Context: an optimization exercise on an open-source flow, tuned for small area, a short achievable clock period and few clock cycles per item. The choices shown serve that exercise and are no tape-out recipe. Where RTL was checked, it was by simulation tests only, not by an equivalence proof against the original. Function not checked in runs 3 and 4: the RTL went through the layout flow alone.

==> flow/flow/run.sh <==
#!/bin/bash
set -euo pipefail
bash standard.sh SETUP_SLACK_MARGIN=7.5 \
  "BUFFER_PORTS_ARGS=-buffer_cell sky130_fd_sc_hd__buf_1" \
  "CTS_ARGS=-sink_clustering_enable -repair_clock_nets -dont_use_dummy_load -buf_list {sky130_fd_sc_hd__clkbuf_2 sky130_fd_sc_hd__clkbuf_4}" \
  finish > standard_flow.log 2>&1
==> flow/standard.sh <==
#!/bin/bash
# synth_recipe.tcl (not shown) runs the flow's synth.tcl, then flattens the netlist and writes it again
# the make line also repeats each setting of config.mk as NAME=value (left out here)
make -C /OpenROAD-flow-scripts/flow DESIGN_CONFIG=/design/flow/config.mk WORK_HOME=/design/flow/orfs CLKGATE_MAP_FILE= SYNTH_SCRIPT=/design/flow/synth_recipe.tcl "${@:-finish}"
==> flow/config.mk <==
export PLATFORM = sky130hd
export DESIGN_NAME = xtea_block_cipher
export DESIGN_NICKNAME = xtea_block_cipher
export VERILOG_FILES = /design/flow/design.v
export SDC_FILE = /design/flow/constraint.sdc
export NUM_CORES = 4
export LEC_CHECK = 0
export CAP_MARGIN = 20
export CORE_MARGIN = 2
export CORE_UTILIZATION = 40
export SLEW_MARGIN = 20
==> flow/constraint.sdc <==
create_clock -name core_clock -period 12.0 [get_ports {clk}]
set_input_delay 2.4000 -clock core_clock [delete_from_list [all_inputs] [get_ports {clk}]]
set_output_delay 2.4000 -clock core_clock [all_outputs]
set_load 0.01 [all_outputs]
==> flow/design.v <==
`default_nettype none
module xtea_add32 (
  input  wire logic [31:0] x,
  input  wire logic [31:0] y,
  input  wire logic        ci,
  output logic [31:0]      s
);
  logic [31:0] p0;
  logic [31:0] g [6];
  logic [31:0] p [6];
  always_comb begin
    p0   = x ^ y;
    p[0] = p0;
    g[0] = x & y;
    g[0][0] = g[0][0] | (p0[0] & ci);
    for (int l = 0; l < 5; l++) begin
      for (int i = 0; i < 32; i++) begin
        if (((i >> l) & 1) == 1) begin
          g[l+1][i] = g[l][i] | (p[l][i] & g[l][((i >> l) << l) - 1]);
          p[l+1][i] = p[l][i] & p[l][((i >> l) << l) - 1];
        end else begin
          g[l+1][i] = g[l][i];
          p[l+1][i] = p[l][i];
        end
      end
    end
    s = p0 ^ {g[5][30:0], ci};
  end
endmodule
`default_nettype wire
`default_nettype none
module xtea_block_cipher (
  input  wire logic        clk,
  input  wire logic        rst,
  input  wire logic        cfg_valid,
  output logic             cfg_ready,
  input  wire logic [2:0]  cfg_index,
  input  wire logic [31:0] cfg_data,
  input  wire logic        in_valid,
  output logic             in_stall,
  input  wire logic [64:0] in_data,
  output logic             out_valid,
  input  wire logic        out_stall,
  output logic [63:0]      out_data
);
  localparam logic [31:0] DELTA     = 32'h9E37_79B9;
  localparam logic [31:0] NEG_DELTA = 32'h61C8_8647;   
  logic [31:0] key [4];
  logic [6:0]  nrounds;
  logic [31:0] dec_sum;
  logic        init;       
  logic        pre;        
  logic        idle;       
  logic        busy;       
  logic        fin;        
  logic        outv;       
  logic        stall_q;    
  logic        ph;         
  logic [6:0]  cnt;
  logic        func;
  logic [31:0] a, b;
  logic [31:0] s;          
  logic [31:0] sk;         
  wire trigger   = rst || (cfg_valid && cfg_index == 3'd4);
  wire cnt_zero  = (cnt == 7'd0);
  wire n_zero    = (nrounds == 7'd0);
  wire accept    = idle && in_valid;
  wire in_dec    = in_data[64];
  logic [31:0] mixed, b_step, sk_sum;
  xtea_add32 u_add_mix (.x((b << 4) ^ (b >> 5)), .y(b), .ci(1'b0), .s(mixed));
  xtea_add32 u_add_b   (.x(a), .y(mixed ^ sk), .ci(func), .s(b_step));
  wire        last   = ph && (cnt == 7'd1);
  wire [31:0] x      = idle ? dec_sum : s;
  wire        neg    = idle || func;
  wire [1:0]  ksel   = (idle || (!ph ^ func)) ? x[12:11] : x[1:0];
  wire [31:0] kword  = key[ksel];
  xtea_add32 u_add_sk  (.x(x), .y(kword), .ci(1'b0), .s(sk_sum));
  wire [31:0] sk_nx  = sk_sum ^ {32{neg}};
  wire [31:0] s_add  = x + ((idle || (busy && func)) ? NEG_DELTA : DELTA);
  assign cfg_ready = 1'b1;
  assign in_stall  = stall_q;
  assign out_valid = outv;
  assign out_data  = {a, s};
  always_ff @(posedge clk) begin
    for (int i = 0; i < 4; i++) begin
      if (rst || (cfg_valid && cfg_index == 3'(i))) key[i] <= cfg_data & {32{!rst}};
    end
    if (rst)                                 nrounds <= 7'd32;
    else if (cfg_valid && cfg_index == 3'd4) nrounds <= cfg_data[6:0];
    if (pre && cnt_zero) dec_sum <= s;
  end
  always_ff @(posedge clk) begin
    if (trigger) begin
      init    <= 1'b1;
      pre     <= 1'b0;
      idle    <= 1'b0;
      busy    <= 1'b0;
      fin     <= 1'b0;
      outv    <= 1'b0;
      stall_q <= 1'b1;
    end else begin
      if (init) begin
        init <= 1'b0;
        pre  <= 1'b1;
      end
      if (pre && cnt_zero) begin
        pre     <= 1'b0;
        idle    <= 1'b1;
        stall_q <= 1'b0;
      end
      if (accept) begin
        idle    <= 1'b0;
        stall_q <= 1'b1;
        if (n_zero) fin  <= 1'b1;
        else        busy <= 1'b1;
      end
      if (busy && last) begin
        busy <= 1'b0;
        fin  <= 1'b1;
      end
      if (fin) begin
        fin  <= 1'b0;
        outv <= 1'b1;
      end
      if (outv && !out_stall) begin
        outv    <= 1'b0;
        idle    <= 1'b1;
        stall_q <= 1'b0;
      end
    end
  end
  always_ff @(posedge clk) begin
    if (init || idle) begin
      cnt <= nrounds;
    end else if (pre) begin
      if (!cnt_zero) cnt <= cnt - 7'd1;
    end else if (busy && ph) begin
      cnt <= cnt - 7'd1;
    end
    if (idle) begin
      func <= in_dec;
      ph   <= 1'b0;
    end else if (busy) begin
      ph <= !ph;
    end
  end
  always_ff @(posedge clk) begin
    if (init)                                s <= '0;
    else if (fin)                            s <= func ? a : b;
    else if (accept)                         s <= in_dec ? s_add : DELTA;
    else if ((pre && !cnt_zero) || (busy && ph)) s <= s_add;
    if (idle && !in_dec) sk <= key[0];
    else                 sk <= sk_nx;
  end
  always_ff @(posedge clk) begin
    if (idle)      a <= in_dec ? in_data[31:0] : in_data[63:32];
    else if (busy) a <= b;
    else if (fin && func) a <= b;
    b <= idle ? (in_dec ? in_data[63:32] : in_data[31:0]) : b_step;
  end
endmodule
`default_nettype wire
==> impl_results.html, run 1 <==
<table>
<tr><th>Metric</th><th>Value</th></tr>
<tr><th colspan="2">Floorplanning</th></tr>
<tr><td>Die Y</td><td>222.1 µm</td></tr>
<tr><td>Starting Density</td><td>40.71%</td></tr>
<tr><td>Total Die Area</td><td>49350 µm²</td></tr>
<tr><td>DIE WIDTH</td><td>222.1 µm</td></tr>
<tr><td>Core Footprint</td><td>46750 µm²</td></tr>
<tr><td>Boundary Pins</td><td>172</td></tr>
<tr><td>Number of standard-cell rows in the floorplan</td><td>79</td></tr>
<tr><th colspan="2">STA</th></tr>
<tr><td>Final-layout setup total negative slack</td><td>0 ns</td></tr>
<tr><td>Max_slew headroom</td><td>34.62%</td></tr>
<tr><td>Total setup violations reported at the end of the flow</td><td>0</td></tr>
<tr><td>RSZ-0062 raised after global routing</td><td>false</td></tr>
<tr><td>Number of hold violations in the final report</td><td>0</td></tr>
<tr><td>Highest attainable clock frequency</td><td>226.8 MHz</td></tr>
<tr><td>Slew of the pin with the lowest slew margin</td><td>0.9807 ns</td></tr>
<tr><td>Final hold slack</td><td>0.4786 ns</td></tr>
<tr><td>Final number of max-transition violations</td><td>0</td></tr>
<tr><td>Post-route minimum period</td><td>4.409 ns</td></tr>
<tr><td>Portion of the clock cycle consumed by the worst path in the final layout</td><td>36.74%</td></tr>
<tr><td>Worst clock skew on the final layout</td><td>0.07585 ns</td></tr>
<tr><td>Least setup slack across all paths after layout</td><td>7.591 ns</td></tr>
<tr><th colspan="2">Logic synthesis</th></tr>
<tr><td>Sequential fraction of the synthesis area</td><td>43.23%</td></tr>
<tr><td>Synth async-reset ratio</td><td>0%</td></tr>
<tr><td>Flip-flop and latch count after synthesis</td><td>311</td></tr>
<tr><td>Yosys warns</td><td>5</td></tr>
<tr><td>Synth Flop Type</td><td>edfxtp_1</td></tr>
<tr><td>Netlist area before placement</td><td>19030 µm²</td></tr>
<tr><td>EDFF count, synth</td><td>200</td></tr>
<tr><td>Average instance area after synthesis</td><td>10.88 µm²</td></tr>
<tr><td>Cell count after synthesis</td><td>1750</td></tr>
<tr><td>Synth unique cells</td><td>92</td></tr>
<tr><td>Net Count, Synth</td><td>1993</td></tr>
<tr><th colspan="2">Clocking</th></tr>
<tr><td>CTS Sinks</td><td>311</td></tr>
<tr><td>Maximum root-to-sink buffer count</td><td>3</td></tr>
<tr><td>Number of levels the H-tree was split into</td><td>3</td></tr>
<tr><td>Clock tree from TritonCTS</td><td>built</td></tr>
<tr><td>Clock latency on the worst-skew pair</td><td>0.79 ns</td></tr>
<tr><td>Cell at the root of the clock tree</td><td>clkbuf_4</td></tr>
<tr><td>TritonCTS Buffers</td><td>83</td></tr>
<tr><td>Register clock-pin slew on the reported worst setup and hold paths</td><td>0.06 ns</td></tr>
<tr><th colspan="2">Critical path</th></tr>
<tr><td>Depth of the critical timing path with buffers and inverters included</td><td>21</td></tr>
<tr><td>Register-to-register setup slack</td><td>7.59 ns</td></tr>
<tr><td>Number of buffer and inverter instances along the worst setup path</td><td>1</td></tr>
<tr><td>CP most frequent cell</td><td>a21oi_2</td></tr>
<tr><td>End point of the critical path</td><td>b[28]$_DFF_P_</td></tr>
<tr><td>CP Class</td><td>register to register</td></tr>
<tr><td>Category of the worst setup path capture point</td><td>register</td></tr>
<tr><td>Reg-to-reg critical path endpoint</td><td>b[28]$_DFF_P_</td></tr>
<tr><td>Slowest Stage Delay on Critical Path</td><td>0.38 ns</td></tr>
<tr><td>Crit path max fanout</td><td>5</td></tr>
<tr><td>Critical path required time</td><td>12.60 ns</td></tr>
<tr><td>CP delay by family, top</td><td>compound AO/OA/AOI/OAI gates</td></tr>
<tr><td>Worst EP arrival</td><td>5.01 ns</td></tr>
<tr><td>Slowest library cell on the worst path</td><td>or3b_1</td></tr>
<tr><td>Worst r2r path cells</td><td>21</td></tr>
<tr><td>Category of the worst setup path launch point</td><td>register</td></tr>
<tr><td>Reg-to-Reg Start</td><td>b[5]$_DFF_P_</td></tr>
<tr><td>CP Cell Sequence</td><td>buf_6 &gt; xor2_2 &gt; ha_1 &gt; a21oi_2 &gt; o21a_1 &gt; o21ai_2 &gt; o31ai_4 &gt; o21bai_1 &gt; a21o_1 &gt; a21oi_2 &gt; xnor2_2 &gt; ha_1 &gt; a21oi_2 &gt; o21ai_2 &gt; a21oi_2 &gt; o32ai_2 &gt; a31o_4 &gt; a21oi_4 &gt; o21ba_4 &gt; nor4_1 &gt; or3b_1</td></tr>
<tr><td>Critical Path Start</td><td>b[5]$_DFF_P_</td></tr>
<tr><th colspan="2">Final layout</th></tr>
<tr><td>Layout cell share with drive strength beyond 1</td><td>16.52%</td></tr>
<tr><td>Highest-count cells in the layout ignoring fill and taps</td><td>edfxtp_1 (200), buf_1 (168), a21oi_1 (144)</td></tr>
<tr><td>Number of nets at the end of the flow</td><td>2236</td></tr>
<tr><td>Area growth syn-to-layout</td><td>13.83%</td></tr>
<tr><td>Most common cell after layout, fill and taps aside</td><td>edfxtp_1</td></tr>
<tr><td>Post-layout utilization of the core</td><td>46.34%</td></tr>
<tr><td>Final std cells w/o fill</td><td>2600</td></tr>
<tr><td>Final design area excluding fillers</td><td>21670 µm²</td></tr>
<tr><th colspan="2">Job</th></tr>
<tr><td>Number of maximum-capacitance constraint violations</td><td>0</td></tr>
<tr><th colspan="2">Detailed routing</th></tr>
<tr><td>Detailed Route WL</td><td>51870 µm</td></tr>
<tr><td>Antenna-violating nets left</td><td>0</td></tr>
<tr><td>Avg Vias per Cell</td><td>5.513</td></tr>
<tr><td>Remaining routing DRC violations</td><td>0</td></tr>
<tr><td>DRT Pass-1 Iters</td><td>5</td></tr>
<tr><td>Wirelength per Cell</td><td>19.95 µm</td></tr>
<tr><td>Number of DRC markers after the initial detailed-route iteration</td><td>974</td></tr>
<tr><td>Vias after detailed routing</td><td>14.33k</td></tr>
<tr><th colspan="2">Hold path</th></tr>
<tr><td>Tightest Hold Check Type</td><td>register to register</td></tr>
<tr><td>Worst hold path stage count</td><td>2</td></tr>
<tr><th colspan="2">Placed design</th></tr>
<tr><td>DP Cell Count</td><td>2474</td></tr>
<tr><td>Weighted congestion reported at the end of routability-driven placement</td><td>0.8926</td></tr>
<tr><td>Count of input and output buffers</td><td>170</td></tr>
<tr><td>Placed instance area</td><td>20320 µm²</td></tr>
<tr><td>Sum of net half-perimeters after detailed placement</td><td>38020 µm</td></tr>
<tr><td>Setup WS pre-CTS</td><td>6.418 ns</td></tr>
<tr><th colspan="2">Global routing</th></tr>
<tr><td>Number of global-route vias before repair</td><td>14.42k</td></tr>
<tr><td>Total routing usage reported by global routing</td><td>20.87%</td></tr>
<tr><td>Antenna violations before repair</td><td>3</td></tr>
<tr><td>Pin count of the biggest net entering global routing</td><td>61</td></tr>
<tr><td>Remaining global-route overflow</td><td>0</td></tr>
<tr><td>First-pass GRT wire length</td><td>80660 µm</td></tr>
<tr><th colspan="2">Outcome</th></tr>
<tr><td>Run status</td><td>timing/DRC/antenna clean</td></tr>
</table>
## worst min-delay path: cells and delay by family (launching register included)
family	cells	cell delay (ns)
AND/OR/NAND/NOR	1	0.06
flip-flops	1	0.32
AO/OA/AOI/OAI	1	0.06
## cell usage after synthesis (all sizes together), types with 4 or more instances
master / count / share of area (%)
nand2: 107 / 2.1
mux2: 51 / 3.0
o21ai: 80 / 2.2
ha: 121 / 8.0
o31ai: 6 / 0.29
clkbuf: 56 / 1.1
mux4: 32 / 3.8
nor3: 34 / 0.89
a211oi: 18 / 0.76
nor4: 4 / 0.13
and4: 4 / 0.18
or2: 5 / 0.16
a21o: 52 / 2.1
mux2i: 71 / 3.8
dfxtp: 111 / 12
a2111oi: 4 / 0.22
o22ai: 5 / 0.16
and2: 4 / 0.14
a31oi: 8 / 0.26
nor3b: 5 / 0.20
a31o: 7 / 0.37
a221oi: 17 / 0.82
o221ai: 8 / 0.40
and3: 9 / 0.30
nor2: 116 / 2.3
o211ai: 12 / 0.47
nand4: 15 / 0.49
xnor2: 95 / 4.4
nand2b: 21 / 0.69
xor2: 82 / 3.8
o21a: 20 / 0.79
nand3: 22 / 0.58
o21bai: 9 / 0.35
inv: 44 / 0.88
a221o: 6 / 0.32
or3: 6 / 0.20
edfxtp: 200 / 32
buf: 18 / 0.46
a21oi: 160 / 4.3
nor2b: 42 / 1.4
fa: 17 / 1.8
## logic make-up (layout without fill, tap and decap cells)
| kind of cell | Yosys count | count (layout) | share of synthesized area (%) |
|---|---|---|---|
| AO/OA/AOI/OAI | 446 | 446 | 15.64 |
| AND/OR/NAND/NOR | 404 | 404 | 10.16 |
| flip-flops | 311 | 311 | 43.23 |
| XOR/XNOR | 177 | 177 | 8.144 |
| multiplexers | 154 | 155 | 10.60 |
| adder cells (fa/ha/maj) | 138 | 138 | 9.742 |
| buffers and inverters | 119 | 359 | 2.465 |
| other | 1 | 3 | 0.01970 |
## final cells by class
cell class / count / area (µm²)
clock buffer: 83 / 623.1
antenna: 2 / 5.005
sequential: 311 / 8270
inverter: 45 / 171.4
tap: 607 / 759.5
multi-input combinational: 1321 / 10660
fill: 4412 / 25090
timing repair buffer: 231 / 1175
## state kept, by name, summed over array words and instances (netlist names), 7 cells and up
register	count
key	128
cnt	7
nrounds	7
dec_sum	32
a	32
s	32
b	32
sk	32
## timing repair
item / CTS / global route
gates cloned: 1 / 1
setup buffers: 17 / 22
endpoints found under the setup margin: 41 / 25
gates resized for setup: 41 / 48
hold buffers: 0 / 0
pin swaps: 8 / 33
## per-layer routing
metal	wire (µm)	vias to the layer above	global-route usage, %
met2	22880	405	32.09
met5	0	-	0
li1	-	7015	-
met1	24090	6824	28.70
met3	3338	89	4.466
met4	1563	0	8.239
## how the worst min path moves through the flow
stage | start | endpoint | slack (ns)
floorplan | key[0][11]$_DFFE_PP_ | sk[11]$_DFF_P_ | 0.44
global placement | nrounds[4]$_SDFFE_PP0P_ | nrounds[4]$_SDFFE_PP0P_ | 0.46
detailed placement | nrounds[0]$_SDFFE_PP0P_ | nrounds[0]$_SDFFE_PP0P_ | 0.47
CTS | nrounds[0]$_SDFFE_PP0P_ | nrounds[0]$_SDFFE_PP0P_ | 0.48
global route | s[15]$_SDFFE_PP0P_ | dec_sum[15]$_DFFE_PP_ | 0.50
finish | nrounds[4]$_SDFFE_PP0P_ | nrounds[4]$_SDFFE_PP0P_ | 0.48
Testbench counts, summed over its fixed seeds: cycles 34,616, items 512.
==> run 2: changes to the inputs <==
==> flow/flow/run.sh (replaced) <==
#!/bin/bash
set -euo pipefail
bash standard.sh SETUP_SLACK_MARGIN=7.7 \
  "BUFFER_PORTS_ARGS=-buffer_cell sky130_fd_sc_hd__buf_1" \
  "CTS_ARGS=-sink_clustering_enable -repair_clock_nets -dont_use_dummy_load -buf_list {sky130_fd_sc_hd__clkbuf_4 sky130_fd_sc_hd__clkbuf_8}" \
  finish > standard_flow.log 2>&1
==> impl_results.html, run 2 <==
<table>
<tr><th>Metric</th><th>Value</th></tr>
<tr><th colspan="2">Placed design</th></tr>
<tr><td>DP Cell Count</td><td>2473 (was 2474)</td></tr>
<tr><td>Count of input and output buffers</td><td>170 (unchanged)</td></tr>
<tr><td>Weighted congestion reported at the end of routability-driven placement</td><td>0.9040 (was 0.8926)</td></tr>
<tr><td>Sum of net half-perimeters after detailed placement</td><td>37860 µm (was 38020 µm)</td></tr>
<tr><th colspan="2">STA</th></tr>
<tr><td>Number of hold violations in the final report</td><td>0 (unchanged)</td></tr>
<tr><td>Total setup violations reported at the end of the flow</td><td>0 (unchanged)</td></tr>
<tr><td>Slew of the pin with the lowest slew margin</td><td>0.9692 ns (was 0.9807 ns)</td></tr>
<tr><td>Final number of max-transition violations</td><td>0 (unchanged)</td></tr>
<tr><td>Final-layout setup total negative slack</td><td>0 ns (unchanged)</td></tr>
<tr><td>Portion of the clock cycle consumed by the worst path in the final layout</td><td>36.09% (was 36.74%)</td></tr>
<tr><td>Highest attainable clock frequency</td><td>230.9 MHz (was 226.8 MHz)</td></tr>
<tr><td>Max_slew headroom</td><td>35.38% (was 34.62%)</td></tr>
<tr><td>Worst clock skew on the final layout</td><td>0.02670 ns (was 0.07585 ns)</td></tr>
<tr><td>Post-route minimum period</td><td>4.331 ns (was 4.409 ns)</td></tr>
<tr><td>RSZ-0062 raised after global routing</td><td>true (was false)</td></tr>
<tr><td>Final hold slack</td><td>0.4715 ns (was 0.4786 ns)</td></tr>
<tr><th colspan="2">Logic synthesis</th></tr>
<tr><td>Average instance area after synthesis</td><td>10.88 µm² (unchanged)</td></tr>
<tr><td>Synth unique cells</td><td>92 (unchanged)</td></tr>
<tr><td>Flip-flop and latch count after synthesis</td><td>311 (unchanged)</td></tr>
<tr><td>Leading cell type by number of instances after synthesis</td><td>edfxtp_1 (unchanged)</td></tr>
<tr><td>Combinational family with the most area after synthesis</td><td>compound AO/OA/AOI/OAI gates (unchanged)</td></tr>
<tr><td>Synth Area in Simple Gates</td><td>10.16% (unchanged)</td></tr>
<tr><td>EDFF count, synth</td><td>200 (unchanged)</td></tr>
<tr><td>Post-synthesis share of cell area spent on full adders, half adders and majority gates</td><td>9.742% (unchanged)</td></tr>
<tr><td>Synth Area in XOR/XNOR</td><td>8.144% (unchanged)</td></tr>
<tr><td>Compound-cell area share of the yosys netlist</td><td>15.64% (unchanged)</td></tr>
<tr><td>Library cell with the largest summed area after synthesis</td><td>edfxtp_1 (unchanged)</td></tr>
<tr><td>Multiplexer fraction of the synthesized cell area</td><td>10.60% (unchanged)</td></tr>
<tr><td>Yosys warns</td><td>5 (unchanged)</td></tr>
<tr><td>Net Count, Synth</td><td>1993 (unchanged)</td></tr>
<tr><td>Cell types occupying the most area after synthesis</td><td>edfxtp_1 (32%), dfxtp_1 (12%), ha_1 (8.0%) (unchanged)</td></tr>
<tr><td>Top cells by instance count after synthesis</td><td>edfxtp_1 (200), a21oi_1 (156), ha_1 (121), nor2_1 (116), dfxtp_1 (111) (unchanged)</td></tr>
<tr><td>Area fraction of the dominant cell type after synthesis</td><td>31.55% (unchanged)</td></tr>
<tr><td>Cell count after synthesis</td><td>1750 (unchanged)</td></tr>
<tr><td>Sequential fraction of the synthesis area</td><td>43.23% (unchanged)</td></tr>
<tr><td>Synth Flop Type</td><td>edfxtp_1 (unchanged)</td></tr>
<tr><td>Netlist area before placement</td><td>19030 µm² (unchanged)</td></tr>
<tr><td>Synth async-reset ratio</td><td>0% (unchanged)</td></tr>
<tr><th colspan="2">Global routing</th></tr>
<tr><td>Total routing usage reported by global routing</td><td>20.49% (was 20.87%)</td></tr>
<tr><td>First-pass GRT wire length</td><td>79580 µm (was 80660 µm)</td></tr>
<tr><td>Number of global-route vias before repair</td><td>14.15k (was 14.42k)</td></tr>
<tr><td>Remaining global-route overflow</td><td>0 (unchanged)</td></tr>
<tr><td>Antenna violations before repair</td><td>0 (was 3)</td></tr>
<tr><td>Pin count of the biggest net entering global routing</td><td>72 (was 61)</td></tr>
<tr><th colspan="2">Critical path</th></tr>
<tr><td>Worst r2r path cells</td><td>21 (unchanged)</td></tr>
<tr><td>Worst EP arrival</td><td>4.80 ns (was 5.01 ns)</td></tr>
<tr><td>Category of the worst setup path capture point</td><td>register (unchanged)</td></tr>
<tr><td>Register-to-register setup slack</td><td>7.67 ns (was 7.59 ns)</td></tr>
<tr><td>Reg-to-Reg Start</td><td>b[0]$_DFF_P_ (was b[5]$_DFF_P_)</td></tr>
<tr><td>End point of the critical path</td><td>b[28]$_DFF_P_ (unchanged)</td></tr>
<tr><td>CP Class</td><td>register to register (unchanged)</td></tr>
<tr><td>Slowest Stage Delay on Critical Path</td><td>0.36 ns (was 0.38 ns)</td></tr>
<tr><td>Critical Path Start</td><td>b[0]$_DFF_P_ (was b[5]$_DFF_P_)</td></tr>
<tr><td>Slowest library cell on the worst path</td><td>dfxtp_4 (was or3b_1)</td></tr>
<tr><td>CP Cell Sequence</td><td>buf_6 &gt; xor2_4 &gt; ha_1 &gt; o211ai_1 &gt; a21oi_4 &gt; nor3b_4 &gt; o31ai_4 &gt; o21bai_1 &gt; a21o_1 &gt; a21oi_2 &gt; xnor2_1 &gt; ha_1 &gt; a21oi_2 &gt; o21ai_2 &gt; a21oi_2 &gt; o32ai_4 &gt; a31o_4 &gt; a21oi_4 &gt; o21ba_4 &gt; nor4_1 &gt; or3b_1 (was buf_6 &gt; xor2_2 &gt; ha_1 &gt; a21oi_2 &gt; o21a_1 &gt; o21ai_2 &gt; o31ai_4 &gt; o21bai_1 &gt; a21o_1 &gt; a21oi_2 &gt; xnor2_2 &gt; ha_1 &gt; a21oi_2 &gt; o21ai_2 &gt; a21oi_2 &gt; o32ai_2 &gt; a31o_4 &gt; a21oi_4 &gt; o21ba_4 &gt; nor4_1 &gt; or3b_1)</td></tr>
<tr><td>CP most frequent cell</td><td>a21oi_2 (unchanged)</td></tr>
<tr><td>Crit path max fanout</td><td>4 (was 5)</td></tr>
<tr><td>Reg-to-reg critical path endpoint</td><td>b[28]$_DFF_P_ (unchanged)</td></tr>
<tr><td>Category of the worst setup path launch point</td><td>register (unchanged)</td></tr>
<tr><td>Critical path required time</td><td>12.47 ns (was 12.60 ns)</td></tr>
<tr><th colspan="2">Final layout</th></tr>
<tr><td>Layout cell share with drive strength beyond 1</td><td>16.98% (was 16.52%)</td></tr>
<tr><td>Filler Cells Inserted</td><td>4260 (was 4412)</td></tr>
<tr><td>Sequential cell area in the final layout</td><td>8269 µm² (was 8270 µm²)</td></tr>
<tr><td>Final std cells w/o fill</td><td>2580 (was 2600)</td></tr>
<tr><td>Highest-count cells in the layout ignoring fill and taps</td><td>edfxtp_1 (200), buf_1 (168), a21oi_1 (140) (was edfxtp_1 (200), buf_1 (168), a21oi_1 (144))</td></tr>
<tr><td>Area growth syn-to-layout</td><td>16.24% (was 13.83%)</td></tr>
<tr><td>Number of nets at the end of the flow</td><td>2218 (was 2236)</td></tr>
<tr><td>Most common cell after layout, fill and taps aside</td><td>edfxtp_1 (unchanged)</td></tr>
<tr><td>Footprint of the multi-input gates</td><td>10860 µm² (was 10660 µm²)</td></tr>
<tr><td>Reg with most FFs</td><td>key (unchanged)</td></tr>
<tr><td>Final antenna diode count</td><td>0 (was 2)</td></tr>
<tr><td>Flip-flop count of the largest register after layout</td><td>128 (unchanged)</td></tr>
<tr><th colspan="2">Detailed routing</th></tr>
<tr><td>DR top layer</td><td>met4 (unchanged)</td></tr>
<tr><td>Metal1 wirelength</td><td>24840 µm (was 24090 µm)</td></tr>
<tr><td>Antenna-violating nets left</td><td>0 (unchanged)</td></tr>
<tr><td>Met3 routed WL</td><td>2572 µm (was 3338 µm)</td></tr>
<tr><td>Detailed Route WL</td><td>52450 µm (was 51870 µm)</td></tr>
<tr><td>Wirelength per Cell</td><td>20.33 µm (was 19.95 µm)</td></tr>
<tr><td>Sum of met2 wire segment lengths after detailed routing</td><td>23770 µm (was 22880 µm)</td></tr>
<tr><td>Avg Vias per Cell</td><td>5.491 (was 5.513)</td></tr>
<tr><td>Number of DRC markers after the initial detailed-route iteration</td><td>930 (was 974)</td></tr>
<tr><td>Remaining routing DRC violations</td><td>0 (unchanged)</td></tr>
<tr><td>DRT Pass-1 Iters</td><td>7 (was 5)</td></tr>
<tr><td>Vias after detailed routing</td><td>14.17k (was 14.33k)</td></tr>
<tr><th colspan="2">Floorplanning</th></tr>
<tr><td>Number of standard-cell rows in the floorplan</td><td>79 (unchanged)</td></tr>
<tr><td>Core Footprint</td><td>46750 µm² (unchanged)</td></tr>
<tr><td>Starting Density</td><td>40.71% (unchanged)</td></tr>
<tr><td>Total Die Area</td><td>49350 µm² (unchanged)</td></tr>
<tr><td>Die Y</td><td>222.1 µm (unchanged)</td></tr>
<tr><td>DIE WIDTH</td><td>222.1 µm (unchanged)</td></tr>
<tr><td>Boundary Pins</td><td>172 (unchanged)</td></tr>
<tr><th colspan="2">Outcome</th></tr>
<tr><td>Run status</td><td>timing/DRC/antenna clean (unchanged)</td></tr>
<tr><th colspan="2">Clocking</th></tr>
<tr><td>TritonCTS Buffers</td><td>51 (was 83)</td></tr>
<tr><td>Clock latency on the worst-skew pair</td><td>0.59 ns (was 0.79 ns)</td></tr>
<tr><td>Cell at the root of the clock tree</td><td>clkbuf_8 (was clkbuf_4)</td></tr>
<tr><td>Clock tree from TritonCTS</td><td>built (unchanged)</td></tr>
<tr><td>CTS Sinks</td><td>311 (unchanged)</td></tr>
<tr><td>Register clock-pin slew on the reported worst setup and hold paths</td><td>0.06 ns (about the same)</td></tr>
<tr><td>Number of levels the H-tree was split into</td><td>2 (was 3)</td></tr>
<tr><td>Maximum root-to-sink buffer count</td><td>3 (unchanged)</td></tr>
<tr><th colspan="2">Job</th></tr>
<tr><td>Number of maximum-capacitance constraint violations</td><td>0 (unchanged)</td></tr>
<tr><th colspan="2">Hold path</th></tr>
<tr><td>Tightest Hold Check Type</td><td>register to register (unchanged)</td></tr>
</table>
-- run 2: cell families (layout without fill, tap and decap cells) --
logic type | Yosys count | in the layout
mux | 154 | 155
xor+xnor | 177 | 177
compound gates | 446 | 446
fa+ha+maj | 138 | 138
other cells | 1 | 1
buf+inv | 119 | 341
simple gates | 404 | 404
flops | 311 | 311
-- run 2: how the worst min path moves through the flow --
stage                             from  slack (ns)                      end  depth (start not counted)
5_1_grt        nrounds[1]$_SDFFE_PP0P_        0.50  nrounds[1]$_SDFFE_PP0P_                          2
3_5_place_dp   nrounds[1]$_SDFFE_PP0P_        0.47  nrounds[1]$_SDFFE_PP0P_                          2
4_1_cts        nrounds[1]$_SDFFE_PP0P_        0.48  nrounds[1]$_SDFFE_PP0P_                          2
2_1_floorplan     key[0][11]$_DFFE_PP_        0.44           sk[11]$_DFF_P_                          2
6_report       nrounds[2]$_SDFFE_PP0P_        0.47  nrounds[2]$_SDFFE_PP0P_                          2
3_3_place_gp        s[15]$_SDFFE_PP0P_        0.46    dec_sum[15]$_DFFE_PP_                          0
-- run 2: layout make-up --
| class | instances | share of cell area (%) |
|---|---|---|
| Timing Repair Buffer | 245 | 6.135 |
| Multi-Input combinational cell | 1321 | 49.10 |
| Inverter | 45 | 0.7917 |
| Tap cell | 607 | 3.432 |
| Clock buffer | 51 | 3.172 |
| Sequential cell | 311 | 37.37 |
-- run 2: worst max-delay path, delay by kind of cell (launching register included) --
kind / cells / cell delay, ns
AOI/OAI and AO/OA: 13 / 2.28
adders and majority gates: 2 / 0.60
and+or+nand+nor: 3 / 0.58
DFF: 1 / 0.36
xor gates and xnor gates: 2 / 0.28
buffers and inverters: 1 / 0.13
-- run 2: stage by stage --
step | utilization [%] | worst slack [ns] | instance area (µm²)
after floorplan | - | 7.708 | 19050
after global placement | 43.46 | 6.141 | 20320
after detailed placement | 43.46 | 6.027 | 20320
after CTS | 46.13 | 7.700 | 21570
after global routing | 47.33 | 7.491 | 22130
final | 47.33 | 7.669 | 22130
-- run 2: per-layer routing --
layer,up-vias,GRT usage (%)
li1,6951,-
met1,6783,28.80
met4,0,6.037
met5,-,0
met2,355,32.63
met3,78,3.220
-- run 2: what timing repair did --
action                                 CTS  global route
endpoints found under the hold margin    0             0
hold buffers                             0             0
setup buffers                           22            29
cloned                                   3             2
setup endpoints to repair               53            30
resized for setup                       71            57
pin swaps                               23            36
==> run 3: changes to the inputs <==
--- a/flow/design.v
+++ b/flow/design.v
@@ -72,11 +72,21 @@
   wire        last   = ph && (cnt == 7'd1);
   wire [31:0] x      = idle ? dec_sum : s;
   wire        neg    = idle || func;
-  wire [1:0]  ksel   = (idle || (!ph ^ func)) ? x[12:11] : x[1:0];
-  wire [31:0] kword  = key[ksel];
+  logic [31:0] kword;      
   xtea_add32 u_add_sk  (.x(x), .y(kword), .ci(1'b0), .s(sk_sum));
   wire [31:0] sk_nx  = sk_sum ^ {32{neg}};
   wire [31:0] s_add  = x + ((idle || (busy && func)) ? NEG_DELTA : DELTA);
+  logic [1:0] ksel_nx;
+  always_comb begin
+    if (accept) begin
+      ksel_nx = in_dec ? s_add[1:0] : DELTA[12:11];
+    end else if (busy) begin
+      if (ph ^ func) ksel_nx = ph ? s_add[12:11] : s[12:11];
+      else           ksel_nx = ph ? s_add[1:0]   : s[1:0];
+    end else begin
+      ksel_nx = pre ? s[12:11] : dec_sum[12:11];
+    end
+  end
   assign cfg_ready = 1'b1;
   assign in_stall  = stall_q;
   assign out_valid = outv;
@@ -151,6 +161,7 @@
     else if ((pre && !cnt_zero) || (busy && ph)) s <= s_add;
     if (idle && !in_dec) sk <= key[0];
     else                 sk <= sk_nx;
+    kword <= key[ksel_nx];
   end
   always_ff @(posedge clk) begin
     if (idle)      a <= in_dec ? in_data[31:0] : in_data[63:32];
==> flow/flow/run.sh (replaced) <==
#!/bin/bash
set -euo pipefail
bash standard.sh SETUP_SLACK_MARGIN=7.8 \
  "BUFFER_PORTS_ARGS=-buffer_cell sky130_fd_sc_hd__buf_1" \
  "CTS_ARGS=-sink_clustering_enable -repair_clock_nets -dont_use_dummy_load -buf_list {sky130_fd_sc_hd__clkbuf_1 sky130_fd_sc_hd__clkbuf_2}" \
  finish > standard_flow.log 2>&1
==> impl_results.html, run 3 <==
<table>
<tr><th>Metric</th><th>Value</th></tr>
<tr><th colspan="2">Logic synthesis</th></tr>
<tr><td>Top cells by instance count after synthesis</td><td>edfxtp_1 (200), mux2i_1 (183), a21oi_1 (166), dfxtp_1 (143), nor2_1 (131) (was edfxtp_1 (200), a21oi_1 (156), ha_1 (121), nor2_1 (116), dfxtp_1 (111))</td></tr>
<tr><td>EDFF count, synth</td><td>200 (unchanged)</td></tr>
<tr><td>Library cell with the largest summed area after synthesis</td><td>edfxtp_1 (unchanged)</td></tr>
<tr><td>Netlist area before placement</td><td>19620 µm² (was 19030 µm²)</td></tr>
<tr><td>Cell count after synthesis</td><td>1822 (was 1750)</td></tr>
<tr><td>Synth unique cells</td><td>71 (was 92)</td></tr>
<tr><td>Leading cell type by number of instances after synthesis</td><td>edfxtp_1 (unchanged)</td></tr>
<tr><td>Net Count, Synth</td><td>2065 (was 1993)</td></tr>
<tr><td>Yosys warns</td><td>5 (unchanged)</td></tr>
<tr><td>Cell types occupying the most area after synthesis</td><td>edfxtp_1 (31%), dfxtp_1 (15%), mux2i_1 (9.3%) (was edfxtp_1 (32%), dfxtp_1 (12%), ha_1 (8.0%))</td></tr>
<tr><td>Synth async-reset ratio</td><td>0% (unchanged)</td></tr>
<tr><td>Average instance area after synthesis</td><td>10.77 µm² (was 10.88 µm²)</td></tr>
<tr><td>Synth Flop Type</td><td>edfxtp_1 (unchanged)</td></tr>
<tr><td>Flip-flop and latch count after synthesis</td><td>343 (was 311)</td></tr>
<tr><td>Area fraction of the dominant cell type after synthesis</td><td>30.61% (was 31.55%)</td></tr>
<tr><td>Sequential fraction of the synthesis area</td><td>45.20% (was 43.23%)</td></tr>
<tr><th colspan="2">STA</th></tr>
<tr><td>Number of hold violations in the final report</td><td>0 (unchanged)</td></tr>
<tr><td>Total setup violations reported at the end of the flow</td><td>0 (unchanged)</td></tr>
<tr><td>Highest attainable clock frequency</td><td>224.3 MHz (was 230.9 MHz)</td></tr>
<tr><td>Worst clock skew on the final layout</td><td>0.08523 ns (was 0.02670 ns)</td></tr>
<tr><td>RSZ-0062 raised after global routing</td><td>true (unchanged)</td></tr>
<tr><td>Max_slew headroom</td><td>31.00% (was 35.38%)</td></tr>
<tr><td>Least setup slack across all paths after layout</td><td>7.542 ns (was 7.669 ns)</td></tr>
<tr><td>Portion of the clock cycle consumed by the worst path in the final layout</td><td>37.15% (was 36.09%)</td></tr>
<tr><td>Final-layout setup total negative slack</td><td>0 ns (unchanged)</td></tr>
<tr><td>Slew of the pin with the lowest slew margin</td><td>1.035 ns (was 0.9692 ns)</td></tr>
<tr><td>Post-route minimum period</td><td>4.458 ns (was 4.331 ns)</td></tr>
<tr><td>Final number of max-transition violations</td><td>0 (unchanged)</td></tr>
<tr><th colspan="2">Placed design</th></tr>
<tr><td>Count of input and output buffers</td><td>170 (unchanged)</td></tr>
<tr><td>Sum of net half-perimeters after detailed placement</td><td>38660 µm (was 37860 µm)</td></tr>
<tr><td>Setup WS pre-CTS</td><td>7.097 ns (was 6.027 ns)</td></tr>
<tr><td>Weighted congestion reported at the end of routability-driven placement</td><td>0.9066 (was 0.9040)</td></tr>
<tr><th colspan="2">Floorplanning</th></tr>
<tr><td>Starting Density</td><td>40.33% (was 40.71%)</td></tr>
<tr><td>Boundary Pins</td><td>172 (unchanged)</td></tr>
<tr><td>Die Y</td><td>225.5 µm (was 222.1 µm)</td></tr>
<tr><td>Number of standard-cell rows in the floorplan</td><td>81 (was 79)</td></tr>
<tr><td>DIE WIDTH</td><td>225.5 µm (was 222.1 µm)</td></tr>
<tr><td>Core Footprint</td><td>48650 µm² (was 46750 µm²)</td></tr>
<tr><td>Total Die Area</td><td>50840 µm² (was 49350 µm²)</td></tr>
<tr><th colspan="2">Detailed routing</th></tr>
<tr><td>Wirelength per Cell</td><td>20.02 µm (was 20.33 µm)</td></tr>
<tr><td>Avg Vias per Cell</td><td>5.435 (was 5.491)</td></tr>
<tr><td>Sum of met2 wire segment lengths after detailed routing</td><td>24180 µm (was 23770 µm)</td></tr>
<tr><td>Detailed Route WL</td><td>54250 µm (was 52450 µm)</td></tr>
<tr><td>Antenna-violating nets left</td><td>0 (unchanged)</td></tr>
<tr><td>DR top layer</td><td>met4 (unchanged)</td></tr>
<tr><td>Met3 routed WL</td><td>2905 µm (was 2572 µm)</td></tr>
<tr><td>DRT Pass-1 Iters</td><td>5 (was 7)</td></tr>
<tr><td>Metal1 wirelength</td><td>25620 µm (was 24840 µm)</td></tr>
<tr><td>Vias after detailed routing</td><td>14.73k (was 14.17k)</td></tr>
<tr><td>Remaining routing DRC violations</td><td>0 (unchanged)</td></tr>
<tr><td>Number of DRC markers after the initial detailed-route iteration</td><td>937 (was 930)</td></tr>
<tr><th colspan="2">Clocking</th></tr>
<tr><td>Number of levels the H-tree was split into</td><td>3 (was 2)</td></tr>
<tr><td>Clock latency on the worst-skew pair</td><td>1.00 ns (was 0.59 ns)</td></tr>
<tr><td>Cell at the root of the clock tree</td><td>clkbuf_2 (was clkbuf_8)</td></tr>
<tr><td>Register clock-pin slew on the reported worst setup and hold paths</td><td>0.09 ns (was 0.06 ns)</td></tr>
<tr><td>Count of hold buffers inserted by post-cts repair</td><td>0 (unchanged)</td></tr>
<tr><td>Clock tree from TritonCTS</td><td>built (unchanged)</td></tr>
<tr><td>TritonCTS Buffers</td><td>89 (was 51)</td></tr>
<tr><td>CTS Sinks</td><td>343 (was 311)</td></tr>
<tr><td>Maximum root-to-sink buffer count</td><td>3 (unchanged)</td></tr>
<tr><th colspan="2">Critical path</th></tr>
<tr><td>Worst r2r path cells</td><td>25 (was 21)</td></tr>
<tr><td>Category of the worst setup path launch point</td><td>register (unchanged)</td></tr>
<tr><td>CP most frequent cell</td><td>a21o_1 (was a21oi_2)</td></tr>
<tr><td>Crit path max fanout</td><td>4 (unchanged)</td></tr>
<tr><td>Critical path required time</td><td>12.87 ns (was 12.47 ns)</td></tr>
<tr><td>Reg-to-reg critical path endpoint</td><td>b[28]$_DFF_P_ (unchanged)</td></tr>
<tr><td>CP Class</td><td>register to register (unchanged)</td></tr>
<tr><td>Slowest library cell on the worst path</td><td>dfxtp_4 (unchanged)</td></tr>
<tr><td>Reg-to-Reg Start</td><td>b[0]$_DFF_P_ (unchanged)</td></tr>
<tr><td>Register-to-register setup slack</td><td>7.54 ns (was 7.67 ns)</td></tr>
<tr><td>Worst EP arrival</td><td>5.33 ns (was 4.80 ns)</td></tr>
<tr><td>Category of the worst setup path capture point</td><td>register (unchanged)</td></tr>
<tr><td>Slowest Stage Delay on Critical Path</td><td>0.40 ns (was 0.36 ns)</td></tr>
<tr><th colspan="2">Hold path</th></tr>
<tr><td>Tightest Hold Check Type</td><td>register to register (unchanged)</td></tr>
<tr><td>Worst hold path stage count</td><td>2 (unchanged)</td></tr>
<tr><td>Worst min-delay path startpoint</td><td>nrounds[3]$_SDFFE_PP0P_ (was nrounds[2]$_SDFFE_PP0P_)</td></tr>
<tr><td>Hold endpoint</td><td>nrounds[3]$_SDFFE_PP0P_ (was nrounds[2]$_SDFFE_PP0P_)</td></tr>
<tr><th colspan="2">Final layout</th></tr>
<tr><td>Sequential cell area in the final layout</td><td>8902 µm² (was 8269 µm²)</td></tr>
<tr><td>Layout cell share with drive strength beyond 1</td><td>16.10% (was 16.98%)</td></tr>
<tr><td>Number of nets at the end of the flow</td><td>2332 (was 2218)</td></tr>
<tr><td>Area growth syn-to-layout</td><td>14.24% (was 16.24%)</td></tr>
<tr><td>Most common cell after layout, fill and taps aside</td><td>edfxtp_1 (unchanged)</td></tr>
<tr><td>Reg with most FFs</td><td>key (unchanged)</td></tr>
<tr><td>Post-layout utilization of the core</td><td>46.08% (was 47.33%)</td></tr>
<tr><td>Footprint of the multi-input gates</td><td>10710 µm² (was 10860 µm²)</td></tr>
<tr><td>Highest-count cells in the layout ignoring fill and taps</td><td>edfxtp_1 (200), mux2i_1 (181), buf_1 (167) (was edfxtp_1 (200), buf_1 (168), a21oi_1 (140))</td></tr>
<tr><td>Filler Cells Inserted</td><td>4606 (was 4260)</td></tr>
<tr><td>Flip-flop count of the largest register after layout</td><td>128 (unchanged)</td></tr>
<tr><th colspan="2">Global routing</th></tr>
<tr><td>First-pass GRT wire length</td><td>82390 µm (was 79580 µm)</td></tr>
<tr><td>Pin count of the biggest net entering global routing</td><td>102 (was 72)</td></tr>
<tr><td>Total routing usage reported by global routing</td><td>21.18% (was 20.49%)</td></tr>
<tr><td>Number of global-route vias before repair</td><td>14.63k (was 14.15k)</td></tr>
<tr><td>Antenna violations before repair</td><td>3 (was 0)</td></tr>
<tr><td>Remaining global-route overflow</td><td>0 (unchanged)</td></tr>
<tr><th colspan="2">Outcome</th></tr>
<tr><td>Run status</td><td>timing/DRC/antenna clean (unchanged)</td></tr>
<tr><th colspan="2">Job</th></tr>
<tr><td>Number of maximum-capacitance constraint violations</td><td>0 (unchanged)</td></tr>
</table>
==> run 3: cell types whose count changed after synthesis, moves of 9 or more <==
cell / previous run / this run
nand2_1: 107 / 88
mux2i_1: 70 / 183
mux4_2: 32 / 0
dfxtp_1: 111 / 143
o21ai_0: 73 / 89
o21a_1: 20 / 11
xor2_1: 82 / 57
a21o_1: 52 / 34
a21oi_1: 156 / 166
o21bai_1: 9 / 20
a22oi_1: 1 / 16
xnor2_1: 95 / 111
nor2_1: 116 / 131
nand3_1: 22 / 12
==> run 3: through the flow <==
step	hold slack (ns)	cell area [µm²]	std cells
6_report	0.4769	22410	2710
5_1_grt	0.5069	22410	2710
4_1_cts	0.4797	21950	2686
3_5_place_dp	0.4662	20910	2552
3_3_place_gp	0.4649	20910	2552
2_1_floorplan	0.4355	19660	1822
==> run 3: how the worst max path moves through the flow <==
| stage | slack, ns | startpoint | cells after the start | to |
|---|---|---|---|---|
| floorplan | 7.81 | idle$_SDFFE_PP0P_ | 17 | sk[31]$_DFF_P_ |
| finish | 7.54 | b[0]$_DFF_P_ | 25 | b[28]$_DFF_P_ |
| global route | 7.32 | b[0]$_DFF_P_ | 25 | b[28]$_DFF_P_ |
| CTS | 7.51 | b[0]$_DFF_P_ | 25 | b[28]$_DFF_P_ |
| global placement | 7.14 | b[0]$_DFF_P_ | 20 | b[29]$_DFF_P_ |
| detailed placement | 7.10 | idle$_SDFFE_PP0P_ | 15 | sk[31]$_DFF_P_ |
==> run 3: kinds of logic (layout without fill, tap and decap cells) <==
| kind of cell | Yosys count | after routing | share of synthesized area, % |
|---|---|---|---|
| other cells | 1 | 2 | 0.01911 |
| compound gates | 435 | 435 | 13.93 |
| fa+ha+maj | 138 | 138 | 9.451 |
| simple gates | 388 | 388 | 9.496 |
| buf+inv | 122 | 387 | 2.538 |
| flops | 343 | 343 | 45.20 |
| mux | 227 | 227 | 11.86 |
| xor+xnor | 168 | 168 | 7.500 |
==> run 3: worst max-delay path: cells and delay by family (launching register included) <==
kind	cells	cell delay [ns]
XOR/XNOR	3	0.43
AND/OR/NAND/NOR	5	0.53
buffers and inverters	3	0.30
adder cells (fa/ha/maj)	4	1.18
AO/OA/AOI/OAI	10	1.48
flip-flops	1	0.40
==> run 3: layout make-up <==
class,count,area share [%]
clock buffers,89,1.987
repair buffers,258,6.358
diodes,1,0.01116
multi-input cells,1357,47.78
inverters,40,0.6699
well taps,622,3.472
flip-flops and latches,343,39.72
==> run 3: repair_timing <==
item | CTS | global route
pin swaps | 43 | 43
gates resized for setup | 73 | 56
buffers inserted | 44 | 21
setup endpoints to repair | 78 | 71
gates cloned | 1 | 2
==> run 3: layer usage <==
| layer | GRT usage (%) | up-vias |
|---|---|---|
| met5 | 0 | - |
| met4 | 8.161 | 0 |
| met1 | 29.48 | 7013 |
| met2 | 32.64 | 396 |
| li1 | - | 7229 |
| met3 | 3.963 | 90 |
==> run 4: changes to the inputs <==
==> flow/flow/run.sh (replaced) <==
#!/bin/bash
set -euo pipefail
bash standard.sh SETUP_SLACK_MARGIN=7.5 \
  "BUFFER_PORTS_ARGS=-buffer_cell sky130_fd_sc_hd__buf_1" \
  "CTS_ARGS=-sink_clustering_enable -repair_clock_nets -dont_use_dummy_load -buf_list {sky130_fd_sc_hd__clkbuf_1 sky130_fd_sc_hd__clkbuf_2}" \
  finish > standard_flow.log 2>&1
==> impl_results.html, run 4 <==
<table>
<tr><th>Metric</th><th>Value</th></tr>
<tr><th colspan="2">Outcome</th></tr>
<tr><td>Run status</td><td>timing/DRC/antenna clean (unchanged)</td></tr>
<tr><th colspan="2">STA</th></tr>
<tr><td>Total setup violations reported at the end of the flow</td><td>0 (unchanged)</td></tr>
<tr><td>Slew of the pin with the lowest slew margin</td><td>0.9928 ns (was 1.035 ns)</td></tr>
<tr><td>Highest attainable clock frequency</td><td>221.8 MHz (was 224.3 MHz)</td></tr>
<tr><td>Post-route minimum period</td><td>4.508 ns (was 4.458 ns)</td></tr>
<tr><td>RSZ-0062 raised after global routing</td><td>true (unchanged)</td></tr>
<tr><td>Final-layout setup total negative slack</td><td>0 ns (unchanged)</td></tr>
<tr><td>Final number of max-transition violations</td><td>0 (unchanged)</td></tr>
<tr><td>Number of hold violations in the final report</td><td>0 (unchanged)</td></tr>
<tr><td>Portion of the clock cycle consumed by the worst path in the final layout</td><td>37.57% (was 37.15%)</td></tr>
<tr><td>Max_slew headroom</td><td>33.82% (was 31.00%)</td></tr>
<tr><td>Worst clock skew on the final layout</td><td>0.09535 ns (was 0.08523 ns)</td></tr>
<tr><td>Least setup slack across all paths after layout</td><td>7.492 ns (was 7.542 ns)</td></tr>
<tr><th colspan="2">Final layout</th></tr>
<tr><td>Reg with most FFs</td><td>key (unchanged)</td></tr>
<tr><td>Area growth syn-to-layout</td><td>11.72% (was 14.24%)</td></tr>
<tr><td>Final design area excluding fillers</td><td>21920 µm² (was 22410 µm²)</td></tr>
<tr><td>Flip-flop count of the largest register after layout</td><td>128 (unchanged)</td></tr>
<tr><td>Highest-count cells in the layout ignoring fill and taps</td><td>edfxtp_1 (200), mux2i_1 (182), buf_1 (168) (was edfxtp_1 (200), mux2i_1 (181), buf_1 (167))</td></tr>
<tr><td>Most common cell after layout, fill and taps aside</td><td>edfxtp_1 (unchanged)</td></tr>
<tr><td>Layout cell share with drive strength beyond 1</td><td>12.98% (was 16.10%)</td></tr>
<tr><td>Post-layout utilization of the core</td><td>45.06% (was 46.08%)</td></tr>
<tr><td>Number of nets at the end of the flow</td><td>2302 (was 2332)</td></tr>
<tr><th colspan="2">Logic synthesis</th></tr>
<tr><td>Yosys warns</td><td>5 (unchanged)</td></tr>
<tr><td>Top cells by instance count after synthesis</td><td>edfxtp_1 (200), mux2i_1 (183), a21oi_1 (166), dfxtp_1 (143), nor2_1 (131) (unchanged)</td></tr>
<tr><td>Library cell with the largest summed area after synthesis</td><td>edfxtp_1 (unchanged)</td></tr>
<tr><td>Synth unique cells</td><td>71 (unchanged)</td></tr>
<tr><td>Cell count after synthesis</td><td>1822 (unchanged)</td></tr>
<tr><td>Netlist area before placement</td><td>19620 µm² (unchanged)</td></tr>
<tr><td>Leading cell type by number of instances after synthesis</td><td>edfxtp_1 (unchanged)</td></tr>
<tr><td>Net Count, Synth</td><td>2065 (unchanged)</td></tr>
<tr><td>Cell types occupying the most area after synthesis</td><td>edfxtp_1 (31%), dfxtp_1 (15%), mux2i_1 (9.3%) (unchanged)</td></tr>
<tr><td>Synth Flop Type</td><td>edfxtp_1 (unchanged)</td></tr>
<tr><td>Synth async-reset ratio</td><td>0% (unchanged)</td></tr>
<tr><td>Flip-flop and latch count after synthesis</td><td>343 (unchanged)</td></tr>
<tr><td>EDFF count, synth</td><td>200 (unchanged)</td></tr>
<tr><td>Average instance area after synthesis</td><td>10.77 µm² (unchanged)</td></tr>
<tr><td>Sequential fraction of the synthesis area</td><td>45.20% (unchanged)</td></tr>
<tr><td>Area fraction of the dominant cell type after synthesis</td><td>30.61% (unchanged)</td></tr>
<tr><th colspan="2">Clocking</th></tr>
<tr><td>Cell at the root of the clock tree</td><td>clkbuf_2 (unchanged)</td></tr>
<tr><td>Number of levels the H-tree was split into</td><td>3 (unchanged)</td></tr>
<tr><td>Maximum root-to-sink buffer count</td><td>3 (unchanged)</td></tr>
<tr><td>Clock tree from TritonCTS</td><td>built (unchanged)</td></tr>
<tr><td>Clock latency on the worst-skew pair</td><td>1.01 ns (was 1.00 ns)</td></tr>
<tr><td>CTS Sinks</td><td>343 (unchanged)</td></tr>
<tr><td>Count of hold buffers inserted by post-cts repair</td><td>0 (unchanged)</td></tr>
<tr><td>TritonCTS Buffers</td><td>90 (was 89)</td></tr>
<tr><td>Register clock-pin slew on the reported worst setup and hold paths</td><td>0.09 ns (about the same)</td></tr>
<tr><th colspan="2">Floorplanning</th></tr>
<tr><td>Starting Density</td><td>40.33% (unchanged)</td></tr>
<tr><td>Die Y</td><td>225.5 µm (unchanged)</td></tr>
<tr><td>Total Die Area</td><td>50840 µm² (unchanged)</td></tr>
<tr><td>Number of standard-cell rows in the floorplan</td><td>81 (unchanged)</td></tr>
<tr><td>Core Footprint</td><td>48650 µm² (unchanged)</td></tr>
<tr><td>Boundary Pins</td><td>172 (unchanged)</td></tr>
<tr><td>DIE WIDTH</td><td>225.5 µm (unchanged)</td></tr>
<tr><th colspan="2">Critical path</th></tr>
<tr><td>Reg-to-Reg Start</td><td>b[0]$_DFF_P_ (unchanged)</td></tr>
<tr><td>Worst r2r path cells</td><td>24 (was 25)</td></tr>
<tr><td>Category of the worst setup path capture point</td><td>register (unchanged)</td></tr>
<tr><td>Register-to-register setup slack</td><td>7.49 ns (was 7.54 ns)</td></tr>
<tr><td>Critical path required time</td><td>12.83 ns (was 12.87 ns)</td></tr>
<tr><td>Category of the worst setup path launch point</td><td>register (unchanged)</td></tr>
<tr><td>Reg-to-reg critical path endpoint</td><td>b[29]$_DFF_P_ (was b[28]$_DFF_P_)</td></tr>
<tr><td>CP Class</td><td>register to register (unchanged)</td></tr>
<tr><td>Crit path max fanout</td><td>4 (unchanged)</td></tr>
<tr><td>Worst EP arrival</td><td>5.33 ns (about the same)</td></tr>
<tr><th colspan="2">Detailed routing</th></tr>
<tr><td>Number of DRC markers after the initial detailed-route iteration</td><td>965 (was 937)</td></tr>
<tr><td>DRT Pass-1 Iters</td><td>8 (was 5)</td></tr>
<tr><td>Vias after detailed routing</td><td>14.59k (was 14.73k)</td></tr>
<tr><td>Avg Vias per Cell</td><td>5.442 (was 5.435)</td></tr>
<tr><td>Wirelength per Cell</td><td>19.73 µm (was 20.02 µm)</td></tr>
<tr><td>Remaining routing DRC violations</td><td>0 (unchanged)</td></tr>
<tr><td>Detailed Route WL</td><td>52900 µm (was 54250 µm)</td></tr>
<tr><td>Antenna-violating nets left</td><td>0 (unchanged)</td></tr>
<tr><th colspan="2">Global routing</th></tr>
<tr><td>Antenna violations before repair</td><td>1 (was 3)</td></tr>
<tr><td>Met3 Usage GRT</td><td>3.742% (was 3.963%)</td></tr>
<tr><td>Number of global-route vias before repair</td><td>14.40k (was 14.63k)</td></tr>
<tr><td>Global routing met2 resource utilization</td><td>31.58% (was 32.64%)</td></tr>
<tr><td>Highest-utilization routing layer at the global route stage</td><td>met2 (unchanged)</td></tr>
<tr><td>First-pass GRT wire length</td><td>79650 µm (was 82390 µm)</td></tr>
<tr><td>Remaining global-route overflow</td><td>0 (unchanged)</td></tr>
<tr><td>Grt met1 use</td><td>28.42% (was 29.48%)</td></tr>
<tr><td>Total routing usage reported by global routing</td><td>20.47% (was 21.18%)</td></tr>
<tr><td>Pin count of the biggest net entering global routing</td><td>73 (was 102)</td></tr>
<tr><th colspan="2">Placed design</th></tr>
<tr><td>Sum of net half-perimeters after detailed placement</td><td>38920 µm (was 38660 µm)</td></tr>
<tr><td>Placed instance area</td><td>20890 µm² (was 20910 µm²)</td></tr>
<tr><td>Weighted congestion reported at the end of routability-driven placement</td><td>0.9011 (was 0.9066)</td></tr>
<tr><td>Setup WS pre-CTS</td><td>6.847 ns (was 7.097 ns)</td></tr>
<tr><td>Count of input and output buffers</td><td>170 (unchanged)</td></tr>
<tr><th colspan="2">Hold path</th></tr>
<tr><td>Worst min-delay path startpoint</td><td>s[13]$_SDFFE_PP0P_ (was nrounds[3]$_SDFFE_PP0P_)</td></tr>
<tr><td>Tightest Hold Check Type</td><td>register to register (unchanged)</td></tr>
<tr><td>Hold endpoint</td><td>dec_sum[13]$_DFFE_PP_ (was nrounds[3]$_SDFFE_PP0P_)</td></tr>
<tr><td>Worst hold path stage count</td><td>0 (was 2)</td></tr>
<tr><th colspan="2">Job</th></tr>
<tr><td>Number of maximum-capacitance constraint violations</td><td>0 (unchanged)</td></tr>
</table>
## run 4: worst max-delay path: stages, from the launching register on
cell and delay [ns]:
dfxtp_4 0.38, ha_1 0.14, inv_1 0.05, fa_2 0.35, nor2b_2 0.14, o31a_1 0.21
o41ai_4 0.08, buf_6 0.14, o21bai_4 0.13, nor2_1 0.07, o21a_1 0.20, fa_2 0.38
xor2_2 0.15, xnor2_1 0.17, ha_1 0.27, a21o_1 0.18, a21o_1 0.16, a21oi_2 0.18
o21ai_2 0.10, nand4_1 0.13, nand3_2 0.10, a21o_1 0.20, a211o_1 0.27, a21oi_2 0.13
a21oi_1 0.04
## run 4: how the worst max path moves through the flow
stage / from / depth (start not counted) / to / slack (ns)
finish: b[0]$_DFF_P_ / 24 / b[29]$_DFF_P_ / 7.49
global route: b[0]$_DFF_P_ / 24 / b[29]$_DFF_P_ / 7.22
CTS: b[0]$_DFF_P_ / 24 / b[29]$_DFF_P_ / 7.51
detailed placement: idle$_SDFFE_PP0P_ / 15 / kword[22]$_DFF_P_ / 6.85
global placement: b[5]$_DFF_P_ / 23 / b[29]$_DFF_P_ / 6.97
floorplan: b[5]$_DFF_P_ / 23 / b[29]$_DFF_P_ / 7.54
## run 4: layout make-up
cell class                      instances  area [µm²]
Sequential cell                       343        8886
Inverter                               40       156.4
Multi-Input combinational cell       1357       10500
Tap cell                              622       778.2
Clock buffer                           90       450.4
Fill cell                            4624       26730
Antenna cell                            2       5.005
Timing Repair Buffer                  227        1142
## run 4: per-stage QoR
stage	hold slack [ns]	cells
2_1_floorplan	0.4355	1822
3_3_place_gp	0.4649	2552
3_5_place_dp	0.4732	2552
4_1_cts	0.4283	2653
5_1_grt	0.3982	2681
6_report	0.3976	2681
## run 4: kinds of logic after synthesis
kind of cell,count (synthesis),share of synthesized area [%]
simple gates,388,9.496
flops,343,45.20
buf+inv,122,2.538
compound gates,435,13.93
xor+xnor,168,7.500
fa+ha+maj,138,9.451
mux,227,11.86
other cells,1,0.01911
## run 4: timing repair
| action | CTS | global route |
|---|---|---|
| endpoints found under the setup margin | 72 | 68 |
| cloned | 0 | 1 |
| pin swaps | 15 | 50 |
| buffers inserted | 11 | 25 |
| endpoints found under the hold margin | 0 | 0 |
| resized for setup | 39 | 48 |
## run 4: routing by layer
| metal | share of wire [%] | vias to the layer above |
|---|---|---|
| met5 | 0 | - |
| met4 | 2.7 | 0 |
| met3 | 5.5 | 90 |
| met2 | 44 | 427 |
| met1 | 48 | 6919 |
| li1 | - | 7153 |

## what the ideal ports hide
The results above use ideal ports. As a check the final layouts listed here were re-extracted and re-timed, cells and wires unchanged. Step 1: set_driving_cell puts a clkbuf_16 on clk and a buf_2 on each other input, an assumption about the parent block. Step 2 times the ports against the registers' clock, not the clock port: input delays grow and output delays shrink by t, the midpoint of the rising clock arrivals with the driver on. Slacks: ideal / step 1 / step 2; pairs: ideal / step 1.
run | t (ns) | slack for setup (ns) | worst hold slack (ns) | worst setup path at the end | worst slew at a driven data input, ns
run 1 | 0.802 | 7.591 / 7.591 / 7.283 | 0.479 / 0.479 / 0.479 | input to register | 0.05
run 2 | 0.627 | 7.669 / 7.669 / 7.393 | 0.472 / 0.472 / 0.472 | input to register | 0.05
run 3 | 1.016 | 7.542 / 7.542 / 7.334 | 0.477 / 0.477 / 0.477 | input to register | 0.05
run 4 | 1.008 | 7.492 / 7.492 / 7.287 | 0.398 / 0.398 / 0.398 | input to register | 0.05
After both steps every run listed still meets setup and hold. The setup slack of run 1, which loses most, moves by 0.000 ns with the drivers and by -0.308 ns with both steps.
